Context: an optimization exercise on an open-source flow, tuned for small area. The choices shown serve that exercise and are no tape-out recipe.
At most, simulation tests tie the RTL to the original design; equivalence was not proved.
No functional check of the RTL was part of runs 2 to 5.
Power and IR drop assume default switching activity.

**design/flow/design.v**
```verilog
`default_nettype none
package wqe_fetch_pkg;
    localparam int WQE_WIDTH  = 512;
    localparam int WQE_BYTES  = WQE_WIDTH / 8;
    localparam int ADDR_WIDTH = 32;
    localparam int QPID_LSB   = 328;
    localparam int QPID_WIDTH = 4;
    localparam int QPID_MSB   = QPID_LSB + QPID_WIDTH - 1;
    localparam int PAD_WIDTH  = WQE_WIDTH - QPID_MSB - 1;
    typedef logic [ADDR_WIDTH-1:0] addr_t;
    typedef union packed {
        logic [WQE_WIDTH-1:0] raw;
        struct packed {
            logic [PAD_WIDTH-1:0]  pad;
            logic [QPID_WIDTH-1:0] qpn;
            logic [QPID_LSB-1:0]   body;
        } f;
    } wqe_u;
endpackage
`default_nettype wire
`timescale 1ns/100ps
`default_nettype none
import wqe_fetch_pkg::*;
module wqe_fetch_top
#(
    parameter int MAX_QP   = 16,
    parameter int SQ_DEPTH = 4096
)(
    input  logic                  clk,
    input  logic                  rst_n,
    output logic                  o_fetch_ready,
    input  logic                  i_arbit_val,
    input  logic [QPID_WIDTH-1:0] i_qp_idx,
    input  logic [MAX_QP-1:0]     i_active,
    input  logic [MAX_QP-1:0]     i_wqe_cache_alfull,
    input  logic [ADDR_WIDTH-1:0] i_sq_base,
    output logic [ADDR_WIDTH-1:0] o_axi_araddr,
    output logic                  o_axi_arvalid,
    input  logic                  i_axi_arready,
    input  logic [WQE_WIDTH-1:0]  i_axi_rdata,
    input  logic                  i_axi_rvalid,
    output logic                  o_axi_rready,
    output logic                  o_wqe_cache_wr,
    output logic [WQE_WIDTH-1:0]  o_wqe,
    input  logic [MAX_QP-1:0]     i_wqe_cache_full
);
    localparam int PI_WIDTH = $clog2(SQ_DEPTH);
    localparam int WQE_LSB  = $clog2(WQE_BYTES);
    logic                  iss;      
    logic                  rdv;      
    logic                  busy;
    logic                  grant;
    logic                  push;
    logic                  req_ok;
    logic [QPID_WIDTH-1:0] qp_q;
    logic [QPID_LSB-1:0]   body_q;
    logic [PI_WIDTH-1:0]   pi [MAX_QP];
    logic [MAX_QP-1:0]     pi_ok;
    logic [PI_WIDTH-1:0]   pi_cur;
    logic [MAX_QP-1:0]     qsel;     
    assign grant  = o_fetch_ready & i_arbit_val;
    assign push   = o_wqe_cache_wr & ~(|(qsel & i_wqe_cache_full));
    assign req_ok = (|i_active) & ~(&i_wqe_cache_alfull);
    assign busy   = iss | o_axi_arvalid | o_axi_rready | rdv | o_wqe_cache_wr;
    always_ff @(posedge clk or negedge rst_n)
    begin
        if (!rst_n)
        begin
            o_fetch_ready  <= 1'b0;
            iss            <= 1'b0;
            o_axi_arvalid  <= 1'b0;
            o_axi_rready   <= 1'b0;
            rdv            <= 1'b0;
            o_wqe_cache_wr <= 1'b0;
        end
        else
        begin
            o_fetch_ready  <= req_ok & ((~busy & ~grant) | push);
            iss            <= grant;
            o_axi_arvalid  <= iss | (o_axi_arvalid & ~i_axi_arready);
            o_axi_rready   <= (o_axi_arvalid & i_axi_arready) | (o_axi_rready & ~i_axi_rvalid);
            rdv            <= o_axi_rready & i_axi_rvalid;
            o_wqe_cache_wr <= rdv | (o_wqe_cache_wr & (|(qsel & i_wqe_cache_full)));
        end
    end
    always_ff @(posedge clk)
    begin
        if (o_fetch_ready)
            qp_q <= i_qp_idx;
    end
    always_ff @(posedge clk)
    begin
        body_q <= ({QPID_LSB{o_axi_rready}}          & i_axi_rdata[QPID_LSB-1:0])
                | ({QPID_LSB{rdv | o_wqe_cache_wr}} & body_q);
    end
    always_comb
    begin
        for (int q = 0; q < MAX_QP; q++)
            qsel[q] = (qp_q == QPID_WIDTH'(q));
    end
    always_comb
    begin
        pi_cur = '0;
        for (int q = 0; q < MAX_QP; q++)
            pi_cur = pi_cur | ({PI_WIDTH{qsel[q] & pi_ok[q]}} & pi[q]);
    end
    always_ff @(posedge clk or negedge rst_n)
    begin
        if (!rst_n)
            pi_ok <= '0;
        else
            pi_ok <= pi_ok | ({MAX_QP{rdv}} & qsel);
    end
    always_ff @(posedge clk)
    begin
        for (int q = 0; q < MAX_QP; q++)
            if (rdv & qsel[q])
                pi[q] <= pi_cur + 1'b1;
    end
    assign o_axi_araddr = i_sq_base + {{(ADDR_WIDTH-QPID_WIDTH-PI_WIDTH-WQE_LSB){1'b0}}, qp_q, pi_cur, {WQE_LSB{1'b0}}};
    assign o_wqe = {{PAD_WIDTH{1'b0}}, qp_q, body_q};
endmodule
`default_nettype wire
```
**design/flow/flow/run.sh**
```bash
#!/bin/bash
# Standard ORFS layout with smaller port buffers and a lighter clock tree.
set -euo pipefail
here=$(cd "$(dirname "$0")" && pwd)
source "$here/knobs.sh"
bash standard.sh > standard.log 2>&1
```
**design/flow/flow/knobs.sh**
```bash
export BUFFER_PORTS_ARGS="-buffer_cell sky130_fd_sc_hd__buf_1"
export CTS_ARGS="-sink_clustering_enable -repair_clock_nets -buf_list {sky130_fd_sc_hd__clkbuf_4 sky130_fd_sc_hd__clkbuf_8} -root_buf sky130_fd_sc_hd__clkbuf_16 -sink_clustering_size 16 -sink_clustering_max_diameter 50 -dont_use_dummy_load"
export PRE_IO_PLACEMENT_TCL="$here/pins.tcl"
export SKIP_REPAIR_TIE_FANOUT=1
export POST_FLOORPLAN_TCL="$here/ties.tcl"
```
**design/flow/flow/pins.tcl**
```tcl
# Each body bit's input and output pins side by side, so each bit's register
# sits next to its pins and the registers stay in one corner.
set bottom {}
set left {}
for {set i 0} {$i < 328} {incr i} {
  if {$i < 200} {
    lappend bottom "i_axi_rdata\[$i\]" "o_wqe\[$i\]"
  } else {
    lappend left "i_axi_rdata\[$i\]" "o_wqe\[$i\]"
  }
}
set_io_pin_constraint -group -order -pin_names $bottom -region bottom:*
set_io_pin_constraint -group -order -pin_names $left -region left:*
# the constant-zero pad of the written WQE together on the top edge
set pad {}
for {set i 332} {$i < 512} {incr i} { lappend pad "o_wqe\[$i\]" }
set_io_pin_constraint -group -order -pin_names $pad -region top:*
```
**design/flow/flow/ties.tcl**
```tcl
# The constant-zero outputs share tie cells in groups of consecutive bits
# (their pins sit side by side) instead of one tie cell per output.
set group_size 20
set block [ord::get_db_block]
set master [[ord::get_db] findMaster sky130_fd_sc_hd__conb_1]
set ties {}
foreach inst [$block getInsts] {
  if {[[$inst getMaster] getName] == "sky130_fd_sc_hd__conb_1"} { lappend ties $inst }
}
puts "ties.tcl: [llength $ties] tie cell(s) before regrouping"
set n_new 0
foreach tie $ties {
  set lo_net [[$tie findITerm LO] getNet]
  if {$lo_net == "NULL"} { continue }
  # loads keyed by the output port they lead to (through the synthesis buffer)
  set loads {}
  foreach it [$lo_net getITerms] {
    if {[$it isOutputSignal]} { continue }
    set key ""
    foreach o [[$it getInst] getITerms] {
      if {[$o isOutputSignal] && [$o getNet] != "NULL"} {
        foreach bt [[$o getNet] getBTerms] { set key [$bt getName] }
      }
    }
    if {[regexp {\[(\d+)\]} $key -> idx]} { lappend loads [list $idx $it] }
  }
  set loads [lsort -integer -index 0 $loads]
  set k 0
  for {set i $group_size} {$i < [llength $loads]} {incr i $group_size} {
    set inst [odb::dbInst_create $block $master "tie_lo_grp_[incr n_new]"]
    set net [odb::dbNet_create $block "tie_lo_grp_net_$n_new"]
    [$inst findITerm LO] connect $net
    foreach l [lrange $loads $i [expr {$i + $group_size - 1}]] {
      set it [lindex $l 1]
      $it disconnect
      $it connect $net
    }
  }
}
puts "ties.tcl: added $n_new tie cell(s)"
```
**design/flow/standard.sh**
```bash
#!/bin/bash
# synth_recipe.tcl (not shown) runs the flow's synth.tcl, then flattens the netlist and writes it again
# the make line also repeats each setting of config.mk as NAME=value (left out here)
make -C /OpenROAD-flow-scripts/flow DESIGN_CONFIG=/design/flow/config.mk WORK_HOME=/design/flow/orfs CLKGATE_MAP_FILE= SYNTH_SCRIPT=/design/flow/synth_recipe.tcl "${@:-finish}"
```
**design/flow/config.mk**
```make
export PLATFORM = sky130hd
export DESIGN_NAME = wqe_fetch_top
export DESIGN_NICKNAME = wqe_fetch_top
export VERILOG_FILES = /design/flow/design.v
export SDC_FILE = /design/flow/constraint.sdc
export NUM_CORES = 4
export LEC_CHECK = 0
export CAP_MARGIN = 20
export CORE_AREA = 10 10 410 410
export DIE_AREA = 0 0 420 420
export SLEW_MARGIN = 20
```
**design/flow/constraint.sdc**
```tcl
create_clock -name core_clock -period 8.0 [get_ports {clk}]
set_input_delay 1.6000 -clock core_clock [delete_from_list [all_inputs] [get_ports {clk}]]
set_output_delay 1.6000 -clock core_clock [all_outputs]
set_load 0.01 [all_outputs]
```
==> run_results.csv, run 1 <==
group,metric,value,unit
place,gp_congestion,0.793,
clocking,cts_inserted_buffers,54,
timing,hold_viol,0,
synthesis,async_flop_share,4.03,%
timing,fmax,132,MHz
setup_path,startpoint,"qp_q[1]$_DFFE_PP_",
worst_hold_path,min_from,"body_q[172]$_DFF_P_",
clocking,cts_sinks,546,
timing,fin_skew,0.0563,ns
setup_path,worstSetupPathType,"register to output port",
synthesis,yosysTopAreaCell,"dfxtp_1",
grt,grt_antenna_before_repair,2,
synthesis,synth_top_cells_by_area,"dfxtp_1 31%, edfxtp_1 28%, a22o_1 14%",
detailed_routing,routedWlPerCell,15.4,um
place,portBuffers,772,
die,start_util,13.3,%
grt,grt_overflow,0,
power_and_ir_drop,power_leakage,9.35,nW
clocking,ctsHtreeMaxLevel,2,
synthesis,synth_cell_types,63,
detailed_routing,first_pass_iters,7,
run,max_cap_violations,0,
power_and_ir_drop,power-per-cell-area,337,nW/um^2
setup_path,path_max_fanout,21,
timing,tightestPinTransition,1.10,ns
detailed_routing,finalWirelength,66.5,mm
synthesis,yosysWarnings,2,
timing,post-route-period-util,94.8,%
timing,setup_viol,0,
detailed_routing,drt-vias-per-instance,3.53,
layout,drive_gt1_share,7.50,%
timing,rsz0062_at_grt,"false",
die,coreArea,159000,sq um
synthesis,syn_inst,1649,
clocking,clk_latency,0.61,ns
power_and_ir_drop,fin_total_pwr,8.79,mW
synthesis,synth_fp_nets,2268,
detailed_routing,via_count,15200,
power_and_ir_drop,max-vdd-ir-drop,492,uV
synthesis,synth.top_cell.area_share,31.1,%
setup_path,cp_data_required_time,6.40,ns
die,die_w,420,um
clocking,root_buffer,"clkbuf_16",
detailed_routing,ant_nets,0,
setup_path,r2r_start,"qp_q[1]$_DFFE_PP_",
timing,maxSlewHeadroom,26.7,%
setup_path,startpoint_type,"register",
clocking,clk_path_buf_depth,3,
layout,area_growth_syn_to_layout,23.4,%
place,dpl.hpwl,47.7,mm
detailed_routing,drc,0,
grt,grt_pass1_vias,16100,
die,rows,146,
clocking,cts_tree,"done",
grt,track_usage,7.06,%
setup_path,crit_path_end_kind,"output port",
timing,min_period,7.58,ns
synthesis,synth-edff-count,196,
detailed_routing,drt_iter0_markers,951,
timing,holdWs,0.462,ns
grt,grt_pass1_wl,97.1,mm
clocking,clk_pin_slew,0.04,ns
die,num_io_pins,1149,
outcome,status,"complete, no violations",
synthesis,synth-seq-area-share,61.5,%
timing,tns,0,ns
layout,fin_nets,2862,
grt,grt_max_degree,201,
synthesis,ys.flop_type,"dfxtp_1",
worst_hold_path,hold_path.class,"register to register",
die,fp.dieArea,176000,sq um
synthesis,synthesis.area,21100,sq um
synthesis,syn_area_per_cell,12.8,sq um
die,die_height,420,um
clocking,post_cts_resized,0,
setup_path,crit_arrival,5.98,ns
timing,report.final.slew_viol_count,0,
synthesis,synth_seq_cells,546,
clocking,postCtsSetupBuffers,0,
clocking,holdBufCountCts,0,
-- sequential cells by signal (all words and copies together) (netlist names) --
register	cells
pi_ok	16
qp_q	4
iss	1
body_q	328
o_axi_arvalid	1
o_fetch_ready	1
pi	192
rdv	1
o_axi_rready	1
o_wqe_cache_wr	1
-- synthesized netlist by cell type, types with 3 or more instances --
master	n
a22oi_1	5
nor3_1	7
nand4_1	19
dfxtp_1	328
buf_6	6
nand2_1	23
a2111o_1	3
dfrtp_1	22
or2_2	18
nand2b_1	5
a22o_1	328
and3_1	98
nand3_1	30
ha_1	17
a2111oi_0	17
o21ai_0	12
mux2i_1	3
a32oi_1	9
nor2_1	33
buf_2	11
xnor2_1	17
a21o_1	5
nor4_1	7
clkbuf_1	93
o21bai_1	4
xor2_1	12
and2_1	11
nor3b_2	4
o31a_1	3
and3b_1	9
a21oi_1	19
o21a_1	3
a2111oi_2	12
edfxtp_1	196
inv_1	15
nor2b_1	6
buf_4	188
and4_1	13
nand4_2	5
-- placed cells by master, fill, tap and decap left out, types with 21 or more instances in the layout --
master    instances
a22o_1          328
dfxtp_1         328
dfrtp_1          21
nor2_1           28
nand3_1          30
clkbuf_8         49
nand2_1          23
and3_1           98
buf_1           771
edfxtp_1        196
buf_4            52
-- routing by layer --
metal,up-vias,GRT usage (%),share of wire [%]
li1,7193,-,-
met1,7255,8.27,39
met2,691,11.5,47
met3,105,2.84,10
met4,0,2.68,3.3
met5,-,0,0
-- critical path, stage by stage, from the launching register on --
cell and delay (ns):
edfxtp_1 0.99, and3b_1 0.35, and2_1 0.33, a2111oi_0 0.65, and4_4 0.32, inv_1 0.11
ha_1 0.25, fa_1 0.44, a21oi_1 0.22, o211ai_1 0.20, o311a_1 0.38, o311a_1 0.39
o21ai_1 0.34, nor2_1 0.10, xor2_1 0.15, buf_1 0.18
-- kinds of logic (layout without fill, tap and decap cells) --
logic type	count (synthesis)	count (layout)	share of synthesized area [%]
multiplexers	4	4	0.249
buffers and inverters	313	897	9.17
AO/OA/AOI/OAI	439	439	18.1
XOR/XNOR	29	29	1.20
other	1	11	0.0177
adder cells (fa/ha/maj)	18	18	1.10
AND/OR/NAND/NOR	299	299	8.68
flip-flops	546	546	61.5
-- metrics by stage --
| step | instances | setup slack (ns) | cell area [sq um] | util, % |
|---|---|---|---|---|
| after global routing | 4313 | 0.0378 | 26100 | 16.4 |
| final | 4315 | 0.419 | 26100 | 16.4 |
| after detailed placement | 4255 | 0.962 | 25200 | 15.9 |
| after floorplan | 1649 | 2.24 | 21100 | - |
| after CTS | 4309 | 0.327 | 26000 | 16.4 |
| after global placement | 4254 | 1.01 | 25200 | 15.9 |
-- power breakdown --
group          switching [mW]  internal [mW]
Sequential              0.407           3.73
Clock                   0.913          0.658
Combinational            1.98           1.11
-- worst paths after layout --
kind                                           to  slack [ns]  cells past startpoint
min in group asynchronous      pi_ok[9]$_DFF_PN0_        1.10                      1
min                           body_q[172]$_DFF_P_        0.46                      1
min reg2reg                   body_q[172]$_DFF_P_        0.46                      1
max in group asynchronous  o_axi_rready$_DFF_PN0_        6.15                      1
max                              o_axi_araddr[30]        0.42                     15
max reg2reg                   pi[3][11]$_DFFE_PP_        3.49                      9
-- layout make-up --
type | count | area (sq um)
fillers | 17600 | 133000
flip-flops and latches | 546 | 13000
multi-input cells | 798 | 6250
repair buffers | 828 | 3370
well taps | 2072 | 2590
clock buffers | 54 | 800
inverters | 15 | 56.3
diodes | 2 | 5.00
==> run 2: changes to the inputs <==
--- a/design/flow/design.v
+++ b/design/flow/design.v
@@ -118,5 +118,44 @@
                 pi[q] <= pi_cur + 1'b1;
     end
-    assign o_axi_araddr = i_sq_base + {{(ADDR_WIDTH-QPID_WIDTH-PI_WIDTH-WQE_LSB){1'b0}}, qp_q, pi_cur, {WQE_LSB{1'b0}}};
+    localparam int AW = ADDR_WIDTH - WQE_LSB;    
+    localparam int BW = QPID_WIDTH + PI_WIDTH;   
+    localparam int LW = BW / 2;                  
+    logic [AW-1:0] add_a;
+    logic [BW-1:0] add_b;
+    logic [BW-1:0] sum_lo;                       
+    logic [BW-1:LW] sum_hi1;                     
+    logic [AW-1:BW] top_inc;
+    logic          c_lo, c0, c1, c_bw, ci, ti;
+    assign add_a = i_sq_base[ADDR_WIDTH-1:WQE_LSB];
+    assign add_b = {qp_q, pi_cur};
+    always_comb
+    begin
+        c_lo = 1'b0;
+        for (int i = 0; i < LW; i++)
+        begin
+            sum_lo[i] = add_a[i] ^ add_b[i] ^ c_lo;
+            c_lo      = (add_a[i] & add_b[i]) | (c_lo & (add_a[i] ^ add_b[i]));
+        end
+        c0 = 1'b0;
+        c1 = 1'b1;
+        for (int i = LW; i < BW; i++)
+        begin
+            sum_lo[i]  = add_a[i] ^ add_b[i] ^ c0;
+            c0         = (add_a[i] & add_b[i]) | (c0 & (add_a[i] ^ add_b[i]));
+            sum_hi1[i] = add_a[i] ^ add_b[i] ^ c1;
+            c1         = (add_a[i] & add_b[i]) | (c1 & (add_a[i] ^ add_b[i]));
+        end
+        c_bw = c_lo ? c1 : c0;
+        ti = 1'b1;
+        for (int i = BW; i < AW; i++)
+        begin
+            top_inc[i] = add_a[i] ^ ti;
+            ti         = add_a[i] & ti;
+        end
+    end
+    assign o_axi_araddr = {c_bw ? top_inc : add_a[AW-1:BW],
+                           c_lo ? sum_hi1 : sum_lo[BW-1:LW],
+                           sum_lo[LW-1:0],
+                           i_sq_base[WQE_LSB-1:0]};
     assign o_wqe = {{PAD_WIDTH{1'b0}}, qp_q, body_q};
 endmodule
==> run_results.csv, run 2 <==
group,metric,value,unit
detailed_routing,via_count,14400,
synthesis,syn_area_per_cell,13.4,sq um
synthesis,async_flop_share,4.03,%
setup_path,r2r-end,"pi[4][11]$_DFFE_PP_",
clocking,root_buffer,"clkbuf_16",
clocking,clk_latency,0.63,ns
synthesis,synth_seq_cells,546,
die,fp.dieArea,176000,sq um
layout,final_common_cell,"buf_1",
timing,maxSlewHeadroom,25.8,%
setup_path,cp_top_family,"adder cells",
setup_path,rrSetupSlack,4.00,ns
synthesis,synth.top_cell.area_share,32.1,%
synthesis,yosysTopAreaCell,"dfxtp_1",
synthesis,ys.flop_type,"dfxtp_1",
setup_path,r2r_start,"qp_q[1]$_DFFE_PP_",
place,place_area,24900,sq um
die,rows,146,
run,max_cap_violations,0,
synthesis,syn_inst,1520,
clocking,cts_tree,"done",
synthesis,synth_top_cells_by_area,"dfxtp_1 32%, edfxtp_1 29%, a22o_1 14%",
power_and_ir_drop,fin_total_pwr,8.44,mW
outcome,status,"failed layout checks",
place,pre_cts_slack,-1.24,ns
layout,postLayoutCellArea,26000,sq um
layout,multi_input_area,5740,sq um
synthesis,yosysWarnings,2,
grt,grt_overflow,0,
layout,finish.utilization,16.4,%
detailed_routing,drc,0,
setup_path,r2r_cells,12,
setup_path,path_max_fanout,8,
grt,grt_pass1_vias,15300,
clocking,clk_pin_slew,0.06,ns
grt,grt_max_degree,195,
timing,fin_skew,0.0845,ns
detailed_routing,finalWirelength,63.6,mm
worst_hold_path,whs_path_depth,1,
clocking,holdBufCountCts,0,
detailed_routing,first_pass_iters,5,
place,gp_congestion,0.779,
layout,drive_gt1_share,12.0,%
synthesis,synthesis.area,20400,sq um
layout,register_area,13000,sq um
outcome,failed_checks,"setup timing",
place,portBuffers,772,
synthesis,synth-edff-count,196,
power_and_ir_drop,max-vdd-ir-drop,345,uV
timing,rsz0062_at_grt,"true",
die,die_height,420,um
layout,area_growth_syn_to_layout,27.2,%
layout,fin_nets,2783,
setup_path,crit_buf_inv,9,
synthesis,synth_cell_types,63,
timing,holdWs,0.463,ns
timing,report.final.slew_viol_count,0,
setup_path,cp_data_required_time,6.40,ns
layout,largest_reg_flops,328,
grt,grt_pass1_wl,92.7,mm
layout,regMostFlops,"body_q",
synthesis,ys_top_cells_by_count,"335 x a22o_1, 328 x dfxtp_1, 196 x edfxtp_1",
clocking,clk_path_buf_depth,3,
detailed_routing,drt-vias-per-instance,3.39,
synthesis,yosys.cell_count.top_type,"a22o_1",
layout,final_cell_mix,"756 x buf_1, 335 x a22o_1, 328 x dfxtp_1",
clocking,ctsHtreeMaxLevel,2,
layout,top_regs,"body_q (328), pi (192), pi_ok (16)",
worst_hold_path,hold_path.class,"register to register",
clocking,cts_sinks,546,
detailed_routing,routedWlPerCell,15.0,um
timing,min_period,9.39,ns
clocking,cts_inserted_buffers,55,
grt,track_usage,6.74,%
timing,fmax,106,MHz
synthesis,synth-seq-area-share,63.6,%
place,place_inst,4164,
grt,grt_antenna_before_repair,4,
setup_path,startpoint_type,"register",
timing,setup_viol,15,
timing,hold_viol,0,
die,coreArea,159000,sq um
worst_hold_path,min_from,"pi_ok[15]$_DFF_PN0_",
die,die_w,420,um
power_and_ir_drop,power-per-cell-area,325,nW/um^2
setup_path,slowest_stage,"edfxtp_1",
detailed_routing,ant_nets,0,
synthesis,synth_fp_nets,2147,
timing,post-route-period-util,117,%
worst_hold_path,whs_endpoint,"pi_ok[15]$_DFF_PN0_",
setup_path,crit_top_cell,"fa_2",
place,dpl.hpwl,45.2,mm
setup_path,worstSetupPathType,"register to output port",
setup_path,crit_arrival,7.79,ns
timing,worst_slack,-1.39,ns
die,start_util,12.9,%
layout,nFillCells,17600,
detailed_routing,drt_iter0_markers,990,
setup_path,crit_path_max_incr_delay,0.41,ns
timing,tightestPinTransition,1.11,ns
die,num_io_pins,1149,
setup_path,crit_path_end_kind,"output port",
layout,fin_cells,4229,
power_and_ir_drop,power_leakage,9.07,nW
timing,tns,-16.79,ns
[run 2: cell types whose count changed in the layout (fill, tap and decap cells not counted), moves of 15 or more]
cell and change:
and3_1 -77, buf_4 +20, nand3_1 -23, a22oi_1 +62, a2111oi_0 -15, a21oi_1 -17, buf_1 -15, buf_6 +15
nor2_1 -20
[run 2: cell families (layout without fill, tap and decap cells)]
| kind of cell | after synthesis | after routing | share of synthesized area (%) |
|---|---|---|---|
| other | 1 | 12 | 0.0184 |
| buffers and inverters | 318 | 944 | 9.63 |
| adder cells (fa/ha/maj) | 26 | 26 | 2.11 |
| multiplexers | 11 | 11 | 0.594 |
| AND/OR/NAND/NOR | 169 | 169 | 5.20 |
| flip-flops | 546 | 546 | 63.6 |
| XOR/XNOR | 13 | 13 | 0.557 |
| AO/OA/AOI/OAI | 436 | 436 | 18.3 |
[run 2: cell type report]
| type | instances | share of cell area, % |
|---|---|---|
| flip-flops and latches | 546 | 50.0 |
| multi-input cells | 664 | 22.1 |
| repair buffers | 855 | 14.3 |
| diodes | 3 | 0.0289 |
| clock buffers | 55 | 3.13 |
| well taps | 2072 | 9.97 |
| inverters | 34 | 0.491 |
[run 2: how the worst max path moves through the flow]
stage	from	end	slack (ns)	depth (start not counted)
CTS	qp_q[0]$_DFFE_PP_	o_axi_araddr[23]	-1.58	32
global route	qp_q[0]$_DFFE_PP_	o_axi_araddr[26]	-1.74	32
global placement	i_sq_base[6]	o_axi_araddr[31]	-1.18	25
detailed placement	i_sq_base[6]	o_axi_araddr[31]	-1.24	25
floorplan	i_sq_base[6]	o_axi_araddr[23]	-0.51	23
finish	qp_q[0]$_DFFE_PP_	o_axi_araddr[26]	-1.39	31
[run 2: worst reg2reg max path: cells and delay by family (launching register included)]
kind	cells	cell delay (ns)
xor gates and xnor gates	1	0.84
and+or+nand+nor	5	0.83
AOI/OAI and AO/OA	2	0.83
buffers and inverters	4	0.74
DFF	1	0.40
[run 2: timing repair]
| item | in CTS | in global routing |
|---|---|---|
| resized for setup | 41 | 12 |
| endpoints found under the setup margin | 15 | 15 |
| pin swaps | 9 | 7 |
| buffers inserted | 5 | 1 |
[run 2: power by group]
| part | internal [mW] | leakage (nW) | switching, mW |
|---|---|---|---|
| Sequential | 3.67 | 4.78 | 0.342 |
| Combinational | 1.10 | 3.87 | 1.75 |
| Clock | 0.668 | 0.421 | 0.913 |
[run 2: metal layers]
metal | GRT usage (%) | share of wire [%] | vias up
met5 | 0 | 0.011 | -
met4 | 2.36 | 2.9 | 2
met3 | 2.28 | 8.5 | 100
met2 | 11.5 | 50 | 573
met1 | 7.81 | 39 | 6941
li1 | - | - | 6737
==> run 3: changes to the inputs <==
--- a/design/flow/design.v
+++ b/design/flow/design.v
@@ -57,4 +57,5 @@
     logic [PI_WIDTH-1:0]   pi [MAX_QP];
     logic [MAX_QP-1:0]     pi_ok;
+    logic [PI_WIDTH-1:0]   pi_rd;
     logic [PI_WIDTH-1:0]   pi_cur;
     logic [MAX_QP-1:0]     qsel;     
@@ -101,7 +102,11 @@
     always_comb
     begin
-        pi_cur = '0;
+        pi_rd = '0;
         for (int q = 0; q < MAX_QP; q++)
-            pi_cur = pi_cur | ({PI_WIDTH{qsel[q] & pi_ok[q]}} & pi[q]);
+            pi_rd = pi_rd | ({PI_WIDTH{qsel[q] & pi_ok[q]}} & pi[q]);
+    end
+    always_ff @(posedge clk)
+    begin
+        pi_cur <= pi_rd;
     end
     always_ff @(posedge clk or negedge rst_n)
@@ -116,5 +121,16 @@
         for (int q = 0; q < MAX_QP; q++)
             if (rdv & qsel[q])
-                pi[q] <= pi_cur + 1'b1;
+                pi[q] <= pi_inc;
+    end
+    logic [PI_WIDTH-1:0] pi_inc;
+    always_comb
+    begin
+        logic c;
+        c = 1'b1;
+        for (int i = 0; i < PI_WIDTH; i++)
+        begin
+            pi_inc[i] = pi_cur[i] ^ c;
+            c         = pi_cur[i] & c;
+        end
     end
     localparam int AW = ADDR_WIDTH - WQE_LSB;    
==> run_results.csv, run 3 <==
group,metric,value,unit
outcome,status,"failed layout checks",
outcome,failed_checks,"setup timing",
setup_path,crit_buf_inv,6,
place,portBuffers,772,
timing,setup_viol,12,
timing,maxSlewHeadroom,31.3,%
setup_path,crit_path_max_incr_delay,0.43,ns
setup_path,crit_top_cell,"fa_2",
die,die_w,420,um
setup_path,path_max_fanout,8,
place,gp_congestion,0.755,
layout,final_common_cell,"buf_1",
clocking,cts_tree,"done",
setup_path,slowest_stage,"fa_2",
grt,busiest_layer,"met2",
grt,grt_overflow,0,
synthesis,synth_fp_nets,2127,
detailed_routing,first_pass_iters,7,
clocking,holdBufCountCts,0,
detailed_routing,routedWlPerCell,17.5,um
grt,grt_antenna_before_repair,17,
clocking,clk_pin_slew,0.06,ns
layout,largest_reg_flops,328,
synthesis,synth_seq_cells,558,
synthesis,yosysWarnings,2,
layout,finish.utilization,16.0,%
timing,worst_slack,-1.08,ns
synthesis,synthesis.area,20400,sq um
timing,hold_viol,0,
setup_path,cp_data_required_time,6.40,ns
setup_path,startpoint_type,"primary input",
grt,grtUsageMet3,2.55,%
layout,fin_nets,2699,
detailed_routing,finalWirelength,72.5,mm
timing,report.final.slew_viol_count,0,
synthesis,syn_area_per_cell,13.7,sq um
die,fp.dieArea,176000,sq um
place,dpl.hpwl,55.4,mm
die,start_util,12.9,%
setup_path,crit_arrival,7.48,ns
timing,min_period,9.08,ns
synthesis,ys.flop_type,"dfxtp_1",
power_and_ir_drop,power.clock.fraction,18.1,%
run,max_cap_violations,0,
timing,rsz0062_at_grt,"true",
clocking,postCtsSetupBuffers,0,
timing,holdWs,0.463,ns
power_and_ir_drop,power_leakage,8.76,nW
clocking,clk_path_buf_depth,3,
grt,grt_max_degree,238,
grt,gr-usage-met1,9.05,%
synthesis,synth_cell_types,50,
synthesis,ys_top_cells_by_count,"340 x dfxtp_1, 331 x a22o_1, 196 x edfxtp_1",
layout,area_growth_syn_to_layout,24.6,%
synthesis,synth-seq-area-share,64.9,%
synthesis,synth_top_cells_by_area,"dfxtp_1 33%, edfxtp_1 29%, a22o_1 14%",
detailed_routing,via_count,13900,
grt,grt_use_met2,13.4,%
power_and_ir_drop,power_switching,3.11,mW
die,die_height,420,um
die,num_io_pins,1149,
power_and_ir_drop,seqPwrFrac,48.9,%
setup_path,cp.depth,23,
worst_hold_path,whs_path_depth,1,
synthesis,yosysTopAreaCell,"dfxtp_1",
synthesis,synth.top_cell.area_share,33.4,%
synthesis,synth-edff-count,196,
timing,post-route-period-util,114,%
grt,grt_pass1_wl,101,mm
timing,tightestPinTransition,1.03,ns
clocking,clk_latency,0.61,ns
die,rows,146,
power_and_ir_drop,max-vdd-ir-drop,408,uV
setup_path,worstSetupPathType,"primary input to output port",
detailed_routing,drc,0,
die,coreArea,159000,sq um
layout,top_regs,"body_q (328), pi (192), pi_ok (16)",
layout,regMostFlops,"body_q",
layout,drive_gt1_share,8.20,%
synthesis,syn_inst,1491,
timing,fin_skew,0.0837,ns
setup_path,crit_path_end_kind,"output port",
worst_hold_path,hold_path.class,"register to register",
layout,final_cell_mix,"756 x buf_1, 340 x dfxtp_1, 331 x a22o_1",
detailed_routing,drt_iter0_markers,931,
setup_path,worstPathCellList,"buf_6, ha_4, fa_2, fa_2, fa_2, fa_2, fa_2, fa_2, inv_2, fa_2, mux2i_2, fa_2, fa_2, fa_2, fa_2, inv_2, fa_2, inv_2, fa_2, fa_2, buf_12, mux2_4, buf_12",
layout,nFillCells,17600,
timing,fmax,110,MHz
clocking,cts_sinks,558,
grt,track_usage,7.75,%
grt,grt_pass1_vias,14700,
synthesis,yosys.cell_count.top_type,"dfxtp_1",
clocking,ctsHtreeMaxLevel,2,
detailed_routing,drt-vias-per-instance,3.37,
detailed_routing,ant_nets,0,
setup_path,r2r_cells,11,
power_and_ir_drop,p_sw_share,36.2,%
power_and_ir_drop,power.internal,5.47,mW
clocking,post_cts_resized,4,
clocking,cts_inserted_buffers,52,
power_and_ir_drop,power-per-cell-area,338,nW/um^2
clocking,root_buffer,"clkbuf_16",
synthesis,async_flop_share,3.94,%
setup_path,cp_top_family,"adder cells",
power_and_ir_drop,pwr-share-comb,33.0,%
run 3: changes by cell type in the layout (fill, tap and decap cells not counted), sizes merged, moves of 9 or more:
cell / change
a22oi: +24
nand2: +16
dfxtp: +12
ha: +9
inv: -18
buf: -59
run 3: final timing paths:
kind                               startpoint                     end  slack [ns]
max                              i_sq_base[6]        o_axi_araddr[23]       -1.08
min                        pi_ok[5]$_DFF_PN0_      pi_ok[5]$_DFF_PN0_        0.46
max reg2reg                 pi_cur[0]$_DFF_P_    pi[10][11]$_DFFE_PP_        4.80
min reg2reg                pi_ok[5]$_DFF_PN0_      pi_ok[5]$_DFF_PN0_        0.46
max in group asynchronous               rst_n  o_axi_rready$_DFF_PN0_        6.46
min in group asynchronous               rst_n      pi_ok[2]$_DFF_PN0_        1.02
run 3: routing by layer:
| layer | wire length, um | vias up |
|---|---|---|
| met4 | 1750 | 8 |
| met1 | 28800 | 6731 |
| li1 | - | 6504 |
| met5 | 61 | - |
| met3 | 6020 | 91 |
| met2 | 35800 | 605 |
run 3: area by class of cell:
class                           count  area, sq um  area share, %
Antenna cell                        2         5.00         0.0197
Timing Repair Buffer              794         3360           13.2
Sequential cell                   558        13200           52.1
Inverter                           16         60.1          0.236
Multi-Input combinational cell    641         5380           21.2
Clock buffer                       52          772           3.04
Tap cell                         2072         2590           10.2
run 3: kinds of logic (layout without fill, tap and decap cells):
logic type / count (synthesis) / in the layout / share of synthesized area, %
multiplexers: 11 / 11 / 0.589
flip-flops: 558 / 558 / 64.9
XOR/XNOR: 4 / 4 / 0.172
AO/OA/AOI/OAI: 437 / 437 / 18.2
other: 1 / 11 / 0.0184
adder cells (fa/ha/maj): 35 / 35 / 2.66
buffers and inverters: 300 / 862 / 9.41
AND/OR/NAND/NOR: 145 / 145 / 4.06
run 3: worst reg2reg max path, cell delays in order, from the launching register on:
cell,delay (ns)
dfxtp_1,0.36
ha_1,0.21
ha_1,0.18
ha_1,0.21
ha_1,0.19
ha_1,0.18
ha_1,0.20
ha_1,0.19
ha_1,0.18
ha_1,0.20
ha_1,0.22
xor2_2,0.59
run 3: power by group through the flow:
stage	Sequential (mW)	Combinational [mW]	Clock (mW)
finish	4.20	2.83	1.55
floorplan	4.47	1.41	0
global route	4.28	3.09	1.71
global placement	4.23	2.83	0
CTS	4.19	2.89	1.62
detailed placement	4.23	2.88	0
run 3: per-stage QoR:
stage          total power, mW  TNS, ns  cells  area [sq um]  setup slack (ns)
6_report                  8.58   -11.69   4135         25400             -1.08
5_1_grt                   9.08   -13.68   4134         25400             -1.24
4_1_cts                   8.70   -12.32   4132         25400             -1.13
3_5_place_dp              7.11   -12.58   4080         24600             -1.16
3_3_place_gp              7.06   -12.79   4079         24600             -1.17
2_1_floorplan             5.88    -4.67   1491         20500            -0.470
==> run 4: changes to the inputs <==
--- a/design/flow/design.v
+++ b/design/flow/design.v
@@ -134,44 +134,55 @@
         end
     end
-    localparam int AW = ADDR_WIDTH - WQE_LSB;    
-    localparam int BW = QPID_WIDTH + PI_WIDTH;   
-    localparam int LW = BW / 2;                  
-    logic [AW-1:0] add_a;
-    logic [BW-1:0] add_b;
-    logic [BW-1:0] sum_lo;                       
-    logic [BW-1:LW] sum_hi1;                     
-    logic [AW-1:BW] top_inc;
-    logic          c_lo, c0, c1, c_bw, ci, ti;
+    localparam int AW = ADDR_WIDTH - WQE_LSB;
+    localparam int GK = 6;
+    localparam int NG = (AW + GK - 1) / GK;
+    logic [AW-1:0] add_a, add_b, add_p, add_s;
+    logic [NG-1:0] grp_g, grp_p;
+    logic [NG:0]   grp_c;
+    logic          rc;
     assign add_a = i_sq_base[ADDR_WIDTH-1:WQE_LSB];
-    assign add_b = {qp_q, pi_cur};
+    assign add_b = {{(AW-QPID_WIDTH-PI_WIDTH){1'b0}}, qp_q, pi_cur};
+    assign add_p = add_a ^ add_b;
     always_comb
     begin
-        c_lo = 1'b0;
-        for (int i = 0; i < LW; i++)
+        for (int g = 0; g < NG; g++)
         begin
-            sum_lo[i] = add_a[i] ^ add_b[i] ^ c_lo;
-            c_lo      = (add_a[i] & add_b[i]) | (c_lo & (add_a[i] ^ add_b[i]));
+            grp_g[g] = 1'b0;
+            grp_p[g] = 1'b1;
+            for (int i = g * GK; i < (g + 1) * GK && i < AW; i++)
+            begin
+                grp_g[g] = (add_a[i] & add_b[i]) | (add_p[i] & grp_g[g]);
+                grp_p[g] = grp_p[g] & add_p[i];
+            end
         end
-        c0 = 1'b0;
-        c1 = 1'b1;
-        for (int i = LW; i < BW; i++)
         begin
-            sum_lo[i]  = add_a[i] ^ add_b[i] ^ c0;
-            c0         = (add_a[i] & add_b[i]) | (c0 & (add_a[i] ^ add_b[i]));
-            sum_hi1[i] = add_a[i] ^ add_b[i] ^ c1;
-            c1         = (add_a[i] & add_b[i]) | (c1 & (add_a[i] ^ add_b[i]));
+            logic [NG-1:0] pg, pp;
+            pg = grp_g;
+            pp = grp_p;
+            for (int d = 1; d < NG; d = d * 2)
+                for (int i = 2 * d - 1; i < NG; i = i + 2 * d)
+                begin
+                    pg[i] = pg[i] | (pp[i] & pg[i-d]);
+                    pp[i] = pp[i] & pp[i-d];
+                end
+            for (int d = 8; d >= 1; d = d / 2)
+                for (int i = 3 * d - 1; i < NG; i = i + 2 * d)
+                begin
+                    pg[i] = pg[i] | (pp[i] & pg[i-d]);
+                    pp[i] = pp[i] & pp[i-d];
+                end
+            grp_c = {pg, 1'b0};
         end
-        c_bw = c_lo ? c1 : c0;
-        ti = 1'b1;
-        for (int i = BW; i < AW; i++)
+        for (int g = 0; g < NG; g++)
         begin
-            top_inc[i] = add_a[i] ^ ti;
-            ti         = add_a[i] & ti;
+            rc = grp_c[g];
+            for (int i = g * GK; i < (g + 1) * GK && i < AW; i++)
+            begin
+                add_s[i] = add_p[i] ^ rc;
+                rc = (add_a[i] & add_b[i]) | (add_p[i] & rc);
+            end
         end
     end
-    assign o_axi_araddr = {c_bw ? top_inc : add_a[AW-1:BW],
-                           c_lo ? sum_hi1 : sum_lo[BW-1:LW],
-                           sum_lo[LW-1:0],
-                           i_sq_base[WQE_LSB-1:0]};
+    assign o_axi_araddr = {add_s, i_sq_base[WQE_LSB-1:0]};
     assign o_wqe = {{PAD_WIDTH{1'b0}}, qp_q, body_q};
 endmodule
==> run_results.csv, run 4 <==
group,metric,value,unit
place,portBuffers,772,
timing,tightestPinTransition,1.11,ns
clocking,cts_inserted_buffers,53,
layout,final_cell_mix,"770 x buf_1, 344 x a22o_1, 340 x dfxtp_1",
power_and_ir_drop,fin_total_pwr,8.60,mW
outcome,status,"complete, no violations",
power_and_ir_drop,power_switching,3.16,mW
synthesis,yosysTopAreaCell,"dfxtp_1",
clocking,ctsHtreeMaxLevel,2,
setup_path,startpoint_type,"primary input",
die,rows,146,
layout,top_regs,"body_q (328), pi (192), pi_ok (16)",
clocking,cts_sinks,558,
power_and_ir_drop,power_leakage,8.56,nW
clocking,clk_latency,0.61,ns
run,max_cap_violations,0,
setup_path,crit_path_end_kind,"output port",
setup_path,cp_data_required_time,6.40,ns
timing,worst_slack,0.275,ns
setup_path,worstSetupPathType,"primary input to output port",
detailed_routing,first_pass_iters,5,
die,fp.dieArea,176000,sq um
clocking,postCtsSetupBuffers,0,
grt,grt_antenna_before_repair,4,
clocking,clk_pin_slew,0.04,ns
timing,min_period,7.72,ns
detailed_routing,drt_iter0_markers,858,
setup_path,crit_arrival,6.12,ns
clocking,cts_tree,"done",
die,die_w,420,um
synthesis,synth_cell_types,50,
synthesis,synth-seq-area-share,64.8,%
synthesis,synth-edff-count,196,
grt,grt_pass1_vias,15100,
timing,report.final.slew_viol_count,0,
power_and_ir_drop,pwr-share-comb,32.5,%
layout,area_growth_syn_to_layout,22.9,%
place,dpl.hpwl,50.9,mm
synthesis,yosysWarnings,2,
grt,busiest_layer,"met2",
timing,fin_skew,0.0658,ns
layout,nFillCells,17700,
power_and_ir_drop,max-vdd-ir-drop,249,uV
synthesis,synth.top_cell.area_share,33.3,%
grt,grt_use_met2,12.6,%
place,pre_cts_slack,-0.00193,ns
clocking,root_buffer,"clkbuf_16",
grt,gr-usage-met1,7.47,%
synthesis,synth_fp_nets,2134,
synthesis,syn_area_per_cell,13.7,sq um
synthesis,synth_top_cells_by_area,"dfxtp_1 33%, edfxtp_1 29%, a22o_1 15%",
power_and_ir_drop,seqPwrFrac,49.3,%
die,coreArea,159000,sq um
synthesis,synth_seq_cells,558,
power_and_ir_drop,p_sw_share,36.7,%
detailed_routing,via_count,14100,
clocking,holdBufCountCts,0,
synthesis,ys.flop_type,"dfxtp_1",
place,place_area,24300,sq um
setup_path,slowest_stage,"fa_1",
timing,tns,0,ns
layout,regMostFlops,"body_q",
setup_path,path_max_fanout,2,
detailed_routing,drc,0,
synthesis,yosys.cell_count.top_type,"a22o_1",
setup_path,worstPathCellList,"buf_1, ha_1, fa_1, fa_2, fa_1, fa_2, inv_1, fa_1, nor2b_1, o21ai_1, a211oi_1, nor2_1, fa_1, inv_1, fa_1, fa_1, fa_1, ha_1, xor2_1, buf_4",
timing,hold_viol,0,
timing,setup_viol,0,
detailed_routing,drt-vias-per-instance,3.41,
grt,grt_overflow,0,
synthesis,ys_top_cells_by_count,"344 x a22o_1, 340 x dfxtp_1, 196 x edfxtp_1",
power_and_ir_drop,power.internal,5.44,mW
power_and_ir_drop,power.clock.fraction,18.2,%
timing,rsz0062_at_grt,"false",
die,num_io_pins,1149,
timing,post-route-period-util,96.6,%
power_and_ir_drop,power-per-cell-area,343,nW/um^2
layout,final_common_cell,"buf_1",
setup_path,crit_buf_inv,4,
detailed_routing,finalWirelength,69.4,mm
clocking,post_cts_resized,0,
synthesis,syn_inst,1491,
worst_hold_path,hold_path.class,"register to register",
layout,postLayoutCellArea,25100,sq um
layout,finish.utilization,15.8,%
grt,track_usage,7.41,%
die,die_height,420,um
timing,maxSlewHeadroom,26.0,%
die,start_util,12.9,%
setup_path,crit_top_cell,"fa_1",
clocking,clk_path_buf_depth,3,
layout,drive_gt1_share,5.94,%
synthesis,async_flop_share,3.94,%
grt,grt_max_degree,169,
setup_path,cp_top_family,"adder cells",
setup_path,crit_path_max_incr_delay,0.42,ns
grt,grtUsageMet3,3.06,%
detailed_routing,ant_nets,0,
grt,grt_pass1_wl,98.4,mm
timing,fmax,129,MHz
layout,fin_nets,2699,
synthesis,synthesis.area,20400,sq um
place,gp_congestion,0.777,
detailed_routing,routedWlPerCell,16.8,um
layout,largest_reg_flops,328,
-- run 4: cell count changes after synthesis, moves of 5 or more --
cell | previous run | this run
nand4_1 | 11 | 16
ha_1 | 21 | 28
a221oi_1 | 1 | 14
mux2_2 | 8 | 0
nand2_1 | 46 | 23
a22o_1 | 331 | 344
a22oi_1 | 91 | 68
and4_1 | 1 | 7
-- run 4: final timing paths --
path	start	end	slack (ns)	cells past startpoint
worst max-delay path	i_sq_base[6]	o_axi_araddr[23]	0.28	20
worst min-delay path	pi_ok[14]$_DFF_PN0_	pi_ok[14]$_DFF_PN0_	0.46	1
worst max register to register	pi_cur[0]$_DFF_P_	pi[14][11]$_DFFE_PP_	4.59	11
worst min register to register	pi_ok[14]$_DFF_PN0_	pi_ok[14]$_DFF_PN0_	0.46	1
max in group asynchronous	rst_n	o_axi_rready$_DFF_PN0_	6.62	2
min in group asynchronous	rst_n	pi_ok[0]$_DFF_PN0_	1.01	2
-- run 4: kinds of logic after synthesis --
logic type | after synthesis | synth area share (%)
AO/OA/AOI/OAI | 447 | 18.6
XOR/XNOR | 5 | 0.214
adder cells (fa/ha/maj) | 42 | 3.08
buffers and inverters | 301 | 9.31
flip-flops | 558 | 64.8
multiplexers | 1 | 0.0490
other | 1 | 0.0183
AND/OR/NAND/NOR | 136 | 3.99
-- run 4: final cells by class --
type	count	area (sq um)	area share, %
Clock buffer	53	786	3.13
Multi-Input combinational cell	640	5380	21.4
Inverter	17	63.8	0.254
Sequential cell	558	13200	52.7
Tap cell	2072	2590	10.3
Antenna cell	3	7.51	0.0299
Timing Repair Buffer	786	3040	12.1
-- run 4: per-stage QoR --
step	hold slack [ns]	std cells
finish	0.459	4129
global route	0.472	4127
CTS	0.462	4126
floorplan	0.422	1491
global placement	0.442	4073
detailed placement	0.443	4073
-- run 4: per-layer routing --
| layer | routed length (um) | share of wire (%) |
|---|---|---|
| met5 | 45 | 0.065 |
| met1 | 24000 | 35 |
| met2 | 33900 | 49 |
| met4 | 4580 | 6.6 |
| met3 | 6850 | 9.9 |
-- run 4: power groups by stage --
stage                     sequential, mW  combinational, mW  clock, mW
final                               4.24               2.79       1.57
after global routing                4.33               3.06       1.73
after CTS                           4.25               2.85       1.64
after detailed placement            4.28               2.85          0
after global placement              4.27               2.81          0
after floorplan                     4.51               1.43          0
==> run 5: changes to the inputs <==
--- a/design/flow/design.v
+++ b/design/flow/design.v
@@ -135,5 +135,5 @@
     end
     localparam int AW = ADDR_WIDTH - WQE_LSB;
-    localparam int GK = 6;
+    localparam int GK = 8;
     localparam int NG = (AW + GK - 1) / GK;
     logic [AW-1:0] add_a, add_b, add_p, add_s;
==> run_results.csv, run 5 <==
group,metric,value,unit
power_and_ir_drop,power.clock.fraction,18.8,%
setup_path,cp_data_required_time,6.40,ns
grt,grt_pass1_vias,15200,
setup_path,crit_path_end_kind,"output port",
timing,tightestPinTransition,1.26,ns
place,gp_congestion,0.738,
detailed_routing,drc,0,
clocking,clk_pin_slew,0.06,ns
layout,fin_nets,2701,
synthesis,synth.area.mux_share,0,%
layout,final_common_cell,"buf_1",
synthesis,synth_compound_area_share,18.6,%
synthesis,yosys.cell_count.top_type,"a22o_1",
timing,worst_slack,-1.10,ns
die,die_height,420,um
outcome,failed_checks,"setup timing",
grt,grt_antenna_before_repair,23,
place,portBuffers,772,
synthesis,syn_area_per_cell,13.8,sq um
synthesis,async_flop_share,3.94,%
detailed_routing,first_pass_iters,5,
power_and_ir_drop,power_switching,2.99,mW
synthesis,synthXorXnorAreaFrac,0.171,%
grt,grt_pass1_wl,106,mm
power_and_ir_drop,power-per-cell-area,326,nW/um^2
clocking,ctsHtreeMaxLevel,2,
clocking,cts_inserted_buffers,55,
power_and_ir_drop,p_sw_share,35.7,%
layout,regMostFlops,"body_q",
synthesis,synth_fp_nets,2127,
grt,grt_max_degree,196,
layout,final_cell_mix,"755 x buf_1, 344 x a22o_1, 340 x dfxtp_1",
power_and_ir_drop,max-vdd-ir-drop,198,uV
layout,drive_gt1_share,8.65,%
die,rows,146,
setup_path,startpoint_type,"primary input",
clocking,root_buffer,"clkbuf_16",
power_and_ir_drop,seqPwrFrac,48.7,%
timing,min_period,9.10,ns
detailed_routing,ant_nets,0,
die,coreArea,159000,sq um
detailed_routing,drt-vias-per-instance,3.43,
synthesis,ys_top_cells_by_count,"344 x a22o_1, 340 x dfxtp_1, 196 x edfxtp_1",
timing,hold_viol,0,
timing,post-route-period-util,114,%
synthesis,synth_simple_gate_area_share,4.17,%
timing,tns,-5.88,ns
die,start_util,12.9,%
clocking,holdBufCountCts,0,
place,pre_cts_slack,-1.60,ns
synthesis,yosysWarnings,2,
run,max_cap_violations,0,
layout,top_regs,"body_q (328), pi (192), pi_ok (16)",
detailed_routing,via_count,14200,
power_and_ir_drop,fin_total_pwr,8.37,mW
place,place_inst,4072,
outcome,status,"failed layout checks",
synthesis,syn_inst,1485,
synthesis,synth.top_cell.area_share,33.3,%
die,die_w,420,um
timing,rsz0062_at_grt,"true",
power_and_ir_drop,pwr-share-comb,32.5,%
worst_hold_path,whs_path_depth,1,
synthesis,synth-seq-area-share,64.7,%
grt,track_usage,8.24,%
timing,maxSlewHeadroom,16.1,%
synthesis,synth_top_cells_by_area,"dfxtp_1 33%, edfxtp_1 29%, a22o_1 15%",
synthesis,synthesis.area,20500,sq um
synthesis,ys.flop_type,"dfxtp_1",
setup_path,rrSetupSlack,4.35,ns
synthesis,yosysTopAreaCell,"dfxtp_1",
clocking,cts_tree,"done",
layout,area_growth_syn_to_layout,25.5,%
timing,fmax,110,MHz
detailed_routing,finalWirelength,77.0,mm
clocking,cts_sinks,558,
power_and_ir_drop,power_leakage,8.68,nW
setup_path,r2r_cells,11,
die,fp.dieArea,176000,sq um
place,dpl.hpwl,58.7,mm
detailed_routing,routedWlPerCell,18.6,um
timing,setup_viol,11,
timing,report.final.slew_viol_count,0,
setup_path,crit_arrival,7.50,ns
power_and_ir_drop,power.internal,5.38,mW
clocking,clk_latency,0.62,ns
synthesis,synth_cell_types,52,
setup_path,path_max_fanout,2,
synthesis,synth_top_family_by_area,"compound AO/OA/AOI/OAI gates",
clocking,clk_path_buf_depth,3,
synthesis,synth-edff-count,196,
grt,grt_overflow,0,
synthesis,synthAdderAreaFrac,3.02,%
die,num_io_pins,1149,
setup_path,worstSetupPathType,"primary input to output port",
timing,fin_skew,0.0898,ns
worst_hold_path,hold_path.class,"register to register",
detailed_routing,drt_iter0_markers,933,
layout,fin_cells,4132,
layout,largest_reg_flops,328,
synthesis,synth_seq_cells,558,
## run 5: cell types whose count changed in the layout (fill, tap and decap cells not counted), sizes merged, moves of 3 or more
cell    change
nand4       -4
nor4        +4
clkbuf      +3
buf        +11
and3        -7
inv        -11
nor3b       +3
nand2       +4
nand3b      +3
## run 5: layout make-up
type	count	area, sq um
Antenna cell	3	7.51
Multi-Input combinational cell	640	5610
Tap cell	2072	2590
Fill cell	17600	133000
Clock buffer	55	813
Timing Repair Buffer	798	3380
Inverter	6	22.5
Sequential cell	558	13200
## run 5: worst max-delay path, stage by stage
cell and delay, ns:
buf_6 0.10, ha_4 0.15, fa_2 0.33, fa_2 0.44, fa_2 0.38, fa_2 0.35
fa_2 0.34, fa_2 0.36, fa_2 0.40, fa_2 0.36, fa_2 0.35, fa_2 0.46
fa_2 0.41, fa_2 0.36, fa_2 0.36, fa_2 0.41, xor2_2 0.19, buf_12 0.13
## run 5: per-stage QoR
| stage | cell area, sq um | hold slack [ns] | util, % |
|---|---|---|---|
| 2_1_floorplan | 20500 | 0.429 | - |
| 3_3_place_gp | 24700 | 0.437 | 15.5 |
| 3_5_place_dp | 24700 | 0.444 | 15.5 |
| 4_1_cts | 25600 | 0.463 | 16.1 |
| 5_1_grt | 25700 | 0.470 | 16.2 |
| 6_report | 25700 | 0.459 | 16.2 |
## run 5: logic make-up after synthesis
| logic type | after synthesis |
|---|---|
| compound gates | 447 |
| xor+xnor | 4 |
| fa+ha+maj | 41 |
| buf+inv | 295 |
| flops | 558 |
| other cells | 1 |
| simple gates | 139 |
## run 5: metal layers
layer  vias up  global-route usage [%]  wire [um]
met5         -                       0         53
met4         8                    2.38       1950
met3       119                    2.52       6410
met2       687                    13.0      35000
met1      6819                    10.8      33600
li1       6545                       -          -
## run 5: timing repair
item	CTS	global route
gates resized for setup	23	2
buffers inserted	0	2
gates cloned	0	0
pin swaps	10	1
endpoints found under the setup margin	15	12
## run 5: path summary, 6_finish.rpt
| kind | from | end |
|---|---|---|
| min in group asynchronous | rst_n | pi_ok[13]$_DFF_PN0_ |
| min reg2reg | iss$_DFF_PN0_ | o_axi_arvalid$_DFF_PN0_ |
| max in group asynchronous | rst_n | o_axi_rready$_DFF_PN0_ |
| max reg2reg | pi_cur[0]$_DFF_P_ | pi[12][11]$_DFFE_PP_ |
| min | iss$_DFF_PN0_ | o_axi_arvalid$_DFF_PN0_ |
| max | i_sq_base[6] | o_axi_araddr[21] |
## run 5: power by group through the flow
stage               Clock (mW)  Sequential [mW]  Combinational, mW
floorplan                    0             4.31               1.33
global placement             0             4.11               2.75
detailed placement           0             4.12               2.77
CTS                       1.65             4.08               2.80
global route              1.75             4.16               2.98
finish                    1.57             4.07               2.72
==> run 6: changes to the inputs <==
--- a/design/flow/design.v
+++ b/design/flow/design.v
@@ -135,5 +135,5 @@
     end
     localparam int AW = ADDR_WIDTH - WQE_LSB;
-    localparam int GK = 8;
+    localparam int GK = 4;
     localparam int NG = (AW + GK - 1) / GK;
     logic [AW-1:0] add_a, add_b, add_p, add_s;
==> run_results.csv, run 6 <==
group,metric,value,unit
detailed_routing,drt_iter0_markers,744,
clocking,clk_latency,0.58,ns
setup_path,path_max_fanout,2,
synthesis,synthesis.area,20500,sq um
detailed_routing,via_count,14000,
grt,track_usage,7.10,%
clocking,post_cts_resized,0,
outcome,status,"complete, no violations",
die,fp.dieArea,176000,sq um
synthesis,ys.flop_type,"dfxtp_1",
timing,hold_viol,0,
die,coreArea,159000,sq um
timing,report.final.slew_viol_count,0,
layout,fin_nets,2706,
run,max_cap_violations,0,
setup_path,cp_data_required_time,6.40,ns
setup_path,slowest_stage,"fa_1",
synthesis,syn_area_per_cell,13.6,sq um
synthesis,yosysWarnings,2,
layout,final_common_cell,"buf_1",
synthesis,yosys.cell_count.top_type,"dfxtp_1",
timing,maxSlewHeadroom,28.9,%
power_and_ir_drop,power_switching,3.00,mW
clocking,cts_inserted_buffers,52,
grt,grt_antenna_before_repair,11,
detailed_routing,drc,0,
setup_path,startpoint,"i_sq_base[6]",
layout,nFillCells,17600,
synthesis,yosysTopAreaCell,"dfxtp_1",
die,start_util,12.9,%
timing,setup_viol,0,
timing,min_period,6.82,ns
timing,tns,0,ns
worst_hold_path,min_from,"pi[3][3]$_DFFE_PP_",
setup_path,startpoint_type,"primary input",
die,num_io_pins,1149,
setup_path,crit_arrival,5.22,ns
power_and_ir_drop,power_leakage,8.58,nW
power_and_ir_drop,power.clock.fraction,18.4,%
layout,regMostFlops,"body_q",
grt,grt_pass1_wl,95.0,mm
setup_path,worstSetupPathType,"primary input to output port",
grt,grt_pass1_vias,15000,
clocking,cts_sinks,558,
synthesis,synth-seq-area-share,64.7,%
place,dpl.hpwl,49.0,mm
setup_path,cp_top_family,"adder cells",
setup_path,crit_path_max_incr_delay,0.42,ns
setup_path,crit_path_end_kind,"output port",
power_and_ir_drop,seqPwrFrac,49.9,%
worst_hold_path,hold_path.class,"register to register",
synthesis,async_flop_share,3.94,%
synthesis,synth_cell_types,51,
timing,fmax,147,MHz
setup_path,worstPathCellList,"buf_1, ha_1, fa_1, fa_1, inv_1, fa_1, nor2b_1, o21ai_0, a21oi_1, nor2_1, o21bai_1, fa_1, fa_1, fa_1, xor2_1, buf_1",
place,place_area,24300,sq um
setup_path,rrSetupSlack,4.42,ns
detailed_routing,ant_nets,0,
clocking,ctsHtreeMaxLevel,2,
clocking,clk_pin_slew,0.09,ns
power_and_ir_drop,power-per-cell-area,332,nW/um^2
power_and_ir_drop,power.internal,5.35,mW
detailed_routing,finalWirelength,66.8,mm
layout,postLayoutCellArea,25100,sq um
synthesis,synth-edff-count,196,
grt,grt_overflow,0,
clocking,postCtsSetupBuffers,0,
layout,area_growth_syn_to_layout,22.6,%
timing,post-route-period-util,85.2,%
layout,drive_gt1_share,5.58,%
synthesis,syn_inst,1501,
clocking,root_buffer,"clkbuf_16",
power_and_ir_drop,pwr-share-comb,31.7,%
layout,largest_reg_flops,328,
power_and_ir_drop,p_sw_share,35.9,%
die,rows,146,
power_and_ir_drop,max-vdd-ir-drop,273,uV
clocking,holdBufCountCts,0,
detailed_routing,routedWlPerCell,16.2,um
setup_path,crit_buf_inv,3,
timing,tightestPinTransition,1.07,ns
synthesis,synth_top_cells_by_area,"dfxtp_1 33%, edfxtp_1 29%, a22o_1 14%",
grt,grt_max_degree,199,
synthesis,synth.top_cell.area_share,33.2,%
place,gp_congestion,0.766,
place,portBuffers,772,
die,die_w,420,um
synthesis,synth_fp_nets,2144,
layout,top_regs,"body_q (328), pi (192), pi_ok (16)",
layout,final_cell_mix,"772 x buf_1, 340 x dfxtp_1, 336 x a22o_1",
setup_path,r2r_start,"pi_cur[0]$_DFF_P_",
clocking,cts_tree,"done",
setup_path,crit_top_cell,"fa_1",
timing,rsz0062_at_grt,"false",
detailed_routing,first_pass_iters,5,
detailed_routing,drt-vias-per-instance,3.39,
timing,fin_skew,0.0949,ns
die,die_height,420,um
synthesis,synth_seq_cells,558,
synthesis,ys_top_cells_by_count,"340 x dfxtp_1, 336 x a22o_1, 196 x edfxtp_1",
clocking,clk_path_buf_depth,3,
layout,antenna_cells,0,
run 6: layer usage:
layer | routed length (um) | global-route usage [%]
met1 | 24000 | 7.46
met2 | 34700 | 12.9
met3 | 5240 | 2.14
met4 | 2930 | 3.20
met5 | 0 | 0
run 6: final timing paths:
path | endpoint | cells past startpoint
worst max-delay path | o_axi_araddr[21] | 16
worst min-delay path | pi_cur[3]$_DFF_P_ | 2
worst max register to register | pi[0][11]$_DFFE_PP_ | 11
worst min register to register | pi_cur[3]$_DFF_P_ | 2
max in group asynchronous | o_axi_rready$_DFF_PN0_ | 2
min in group asynchronous | pi_ok[12]$_DFF_PN0_ | 2
run 6: stage by stage:
step / setup slack [ns] / cells / power, mW / utilization [%] / hold WS [ns]
6_report: 1.18 / 4133 / 8.34 / 15.8 / 0.460
5_1_grt: 0.937 / 4133 / 8.85 / 15.8 / 0.475
4_1_cts: 1.11 / 4133 / 8.49 / 15.8 / 0.462
3_5_place_dp: 1.10 / 4081 / 6.90 / 15.3 / 0.446
3_3_place_gp: 1.06 / 4081 / 6.86 / 15.3 / 0.443
2_1_floorplan: 1.76 / 1501 / 5.83 / - / 0.422
run 6: cells by family (layout without fill, tap and decap cells):
logic type | after synthesis | in the layout | share of synthesized area [%]
xor gates and xnor gates | 7 | 7 | 0.299
buffers and inverters | 301 | 853 | 9.27
muxes | 4 | 4 | 0.214
AOI/OAI and AO/OA | 451 | 451 | 18.5
and+or+nand+nor | 137 | 137 | 4.02
adders and majority gates | 42 | 42 | 3.01
other | 1 | 9 | 0.0183
DFF | 558 | 558 | 64.7
run 6: worst min-delay path, stage by stage (launching register included):
cell and delay, ns:
edfxtp_1 0.32, a22oi_1 0.06, nand4_1 0.08
run 6: power by group through the flow:
stage / Sequential (mW) / Combinational [mW] / Clock, mW
after detailed placement: 4.20 / 2.70 / 0
after global placement: 4.19 / 2.66 / 0
after CTS: 4.17 / 2.71 / 1.62
final: 4.16 / 2.64 / 1.54
after floorplan: 4.44 / 1.39 / 0
after global routing: 4.25 / 2.90 / 1.70
run 6: cell type report:
cell class	count	area (sq um)	area share, %
clock buffers	52	772	3.07
inverters	17	63.8	0.254
multi-input cells	650	5420	21.6
flip-flops and latches	558	13200	52.8
well taps	2072	2590	10.3
repair buffers	784	3010	12.0
==> run 7: changes to the inputs <==
==> design/flow/flow/knobs.sh (replaced) <==
export BUFFER_PORTS_ARGS="-buffer_cell sky130_fd_sc_hd__buf_1"
export CTS_ARGS="-sink_clustering_enable -repair_clock_nets -buf_list {sky130_fd_sc_hd__clkbuf_8} -root_buf sky130_fd_sc_hd__clkbuf_16 -sink_clustering_size 20 -sink_clustering_max_diameter 60 -dont_use_dummy_load"
export PRE_IO_PLACEMENT_TCL="$here/pins.tcl"
export SKIP_REPAIR_TIE_FANOUT=1
export POST_FLOORPLAN_TCL="$here/ties.tcl"
==> run_results.csv, run 7 <==
group,metric,value,unit
timing,post-route-period-util,85.3,%
timing,tns,0,ns
timing,maxSlewHeadroom,27.4,%
setup_path,r2r-end,"pi[8][11]$_DFFE_PP_",
clocking,holdBufCountCts,0,
detailed_routing,first_pass_iters,5,
grt,grt_pass1_vias,14800,
layout,drive_gt1_share,5.12,%
synthesis,yosys.cell_count.top_type,"dfxtp_1",
power_and_ir_drop,power_switching,2.97,mW
setup_path,crit_path_max_incr_delay,0.41,ns
setup_path,worstPathCellList,"buf_1, ha_1, fa_1, fa_1, inv_1, fa_1, nor2b_1, o21ai_0, a21oi_1, nor2_1, o21bai_1, fa_1, fa_1, fa_1, xor2_1, buf_1",
power_and_ir_drop,p_sw_share,36.2,%
place,gp_congestion,0.766,
clocking,cts_tree,"done",
clocking,clk_latency,0.57,ns
outcome,status,"complete, no violations",
setup_path,crit_path_end_kind,"output port",
grt,grt_pass1_wl,94.7,mm
detailed_routing,finalWirelength,66.8,mm
synthesis,async_flop_share,3.94,%
synthesis,ys_top_cells_by_count,"340 x dfxtp_1, 336 x a22o_1, 196 x edfxtp_1",
clocking,cts_sinks,558,
detailed_routing,drc,0,
clocking,root_buffer,"clkbuf_16",
place,place_inst,4081,
synthesis,synthesis.area,20500,sq um
grt,grt_antenna_before_repair,11,
synthesis,synth_seq_cells,558,
synthesis,synth.top_cell.area_share,33.2,%
clocking,ctsHtreeMaxLevel,2,
synthesis,synth-edff-count,196,
setup_path,crit_buf_inv,3,
setup_path,path_max_fanout,2,
layout,top_regs,"body_q (328), pi (192), pi_ok (16)",
clocking,clk_path_buf_depth,3,
detailed_routing,via_count,13900,
timing,fin_skew,0.0851,ns
die,coreArea,159000,sq um
die,num_io_pins,1149,
layout,largest_reg_flops,328,
synthesis,syn_area_per_cell,13.6,sq um
die,die_w,420,um
timing,rsz0062_at_grt,"false",
run,max_cap_violations,0,
grt,grt_max_degree,199,
die,start_util,12.9,%
setup_path,crit_arrival,5.23,ns
setup_path,rrSetupSlack,4.41,ns
place,portBuffers,772,
power_and_ir_drop,power_leakage,8.50,nW
synthesis,synth_cell_types,51,
layout,fin_cells,4123,
place,dpl.hpwl,49.0,mm
die,rows,146,
layout,nFillCells,17700,
synthesis,yosysWarnings,2,
synthesis,ys.flop_type,"dfxtp_1",
die,die_height,420,um
power_and_ir_drop,power-per-cell-area,328,nW/um^2
synthesis,synth-seq-area-share,64.7,%
die,fp.dieArea,176000,sq um
grt,track_usage,7.09,%
power_and_ir_drop,power.clock.fraction,17.0,%
synthesis,synth_fp_nets,2144,
setup_path,startpoint,"i_sq_base[6]",
grt,grt_overflow,0,
setup_path,crit_top_cell,"fa_1",
layout,regMostFlops,"body_q",
timing,tightestPinTransition,1.09,ns
detailed_routing,drt_iter0_markers,757,
power_and_ir_drop,power.internal,5.23,mW
layout,area_growth_syn_to_layout,21.9,%
layout,final_cell_mix,"772 x buf_1, 340 x dfxtp_1, 336 x a22o_1",
setup_path,worstSetupPathType,"primary input to output port",
setup_path,cp.depth,16,
detailed_routing,routedWlPerCell,16.2,um
setup_path,cp_data_required_time,6.40,ns
power_and_ir_drop,pwr-share-comb,32.3,%
clocking,cts_inserted_buffers,41,
timing,report.final.slew_viol_count,0,
setup_path,r2r_start,"pi_cur[0]$_DFF_P_",
detailed_routing,ant_nets,0,
clocking,clk_pin_slew,0.12,ns
layout,final_common_cell,"buf_1",
power_and_ir_drop,max-vdd-ir-drop,325,uV
synthesis,syn_inst,1501,
detailed_routing,drt-vias-per-instance,3.36,
layout,fin_nets,2696,
timing,fmax,146,MHz
clocking,post_cts_resized,0,
clocking,postCtsSetupBuffers,0,
timing,hold_viol,0,
synthesis,yosysTopAreaCell,"dfxtp_1",
setup_path,r2r_cells,11,
setup_path,endpoint,"o_axi_araddr[21]",
synthesis,synth_top_cells_by_area,"dfxtp_1 33%, edfxtp_1 29%, a22o_1 14%",
power_and_ir_drop,seqPwrFrac,50.7,%
worst_hold_path,hold_path.class,"register to register",
layout,antenna_cells,0,
setup_path,cp_top_family,"adder cells",
setup_path,startpoint_type,"primary input",
setup_path,slowest_stage,"fa_1",
timing,setup_viol,0,
timing,min_period,6.83,ns
==> run 7: cell counts after synthesis <==
No cell type changed its count.
==> run 7: metal layers <==
layer	vias up	global-route usage, %	wire [um]
met3	108	2.10	4890
li1	6528	-	-
met4	0	2.84	2570
met2	603	13.1	34900
met5	-	0	0
met1	6626	7.49	24400
==> run 7: cell type report <==
cell class                 instances  area (sq um)  area share, %
tap                             2072          2590           10.4
multi-input combinational        650          5410           21.7
inverter                          17          63.8          0.256
timing repair buffer             785          3020           12.1
clock buffer                      41           621           2.49
sequential                       558         13200           53.1
==> run 7: how the worst min path moves through the flow <==
| stage | start | end | slack, ns | cells after the start |
|---|---|---|---|---|
| floorplan | iss$_DFF_PN0_ | o_axi_arvalid$_DFF_PN0_ | 0.42 | 1 |
| global placement | pi_ok[11]$_DFF_PN0_ | pi_ok[11]$_DFF_PN0_ | 0.44 | 1 |
| detailed placement | iss$_DFF_PN0_ | o_axi_arvalid$_DFF_PN0_ | 0.45 | 1 |
| CTS | pi[3][3]$_DFFE_PP_ | pi_cur[3]$_DFF_P_ | 0.43 | 2 |
| global route | pi_ok[3]$_DFF_PN0_ | pi_ok[3]$_DFF_PN0_ | 0.48 | 1 |
| finish | pi[6][4]$_DFFE_PP_ | pi_cur[4]$_DFF_P_ | 0.45 | 2 |
==> run 7: metrics by stage <==
step / power (mW) / utilization (%) / hold WS (ns) / instance area, sq um / worst slack, ns
after global placement: 6.86 / 15.3 / 0.443 / 24300 / 1.06
after floorplan: 5.83 / - / 0.422 / 20500 / 1.76
after detailed placement: 6.90 / 15.3 / 0.446 / 24300 / 1.10
final: 8.20 / 15.7 / 0.452 / 25000 / 1.17
after global routing: 8.70 / 15.7 / 0.481 / 25000 / 0.937
after CTS: 8.34 / 15.7 / 0.431 / 24900 / 1.11
==> run 7: cell families (layout without fill, tap and decap cells) <==
family | after synthesis | count (layout) | synth area share, %
compound gates | 451 | 451 | 18.5
fa+ha+maj | 42 | 42 | 3.01
xor+xnor | 7 | 7 | 0.299
other cells | 1 | 9 | 0.0183
flops | 558 | 558 | 64.7
buf+inv | 301 | 843 | 9.27
mux | 4 | 4 | 0.214
simple gates | 137 | 137 | 4.02
==> run 7: power groups by stage <==
| stage | registers [mW] | logic [mW] | clock network, mW |
|---|---|---|---|
| global placement | 4.19 | 2.66 | 0 |
| floorplan | 4.44 | 1.39 | 0 |
| finish | 4.16 | 2.65 | 1.39 |
| detailed placement | 4.20 | 2.70 | 0 |
| global route | 4.24 | 2.90 | 1.56 |
| CTS | 4.16 | 2.71 | 1.47 |
==> run 7: worst register-to-register path, delay by kind of cell, from the launching register on <==
| family | cells | cell delay [ns] |
|---|---|---|
| fa+ha+maj | 10 | 2.04 |
| xor+xnor | 1 | 0.81 |
| flops | 1 | 0.36 |

Setup slack of run 7, layout unchanged: 1.174 ns with ideal ports, 1.143 ns with driving cells assumed (clock clkbuf_16, inputs buf_2), 1.143 ns with port delays also shifted by the 0.609 ns mid clock arrival.
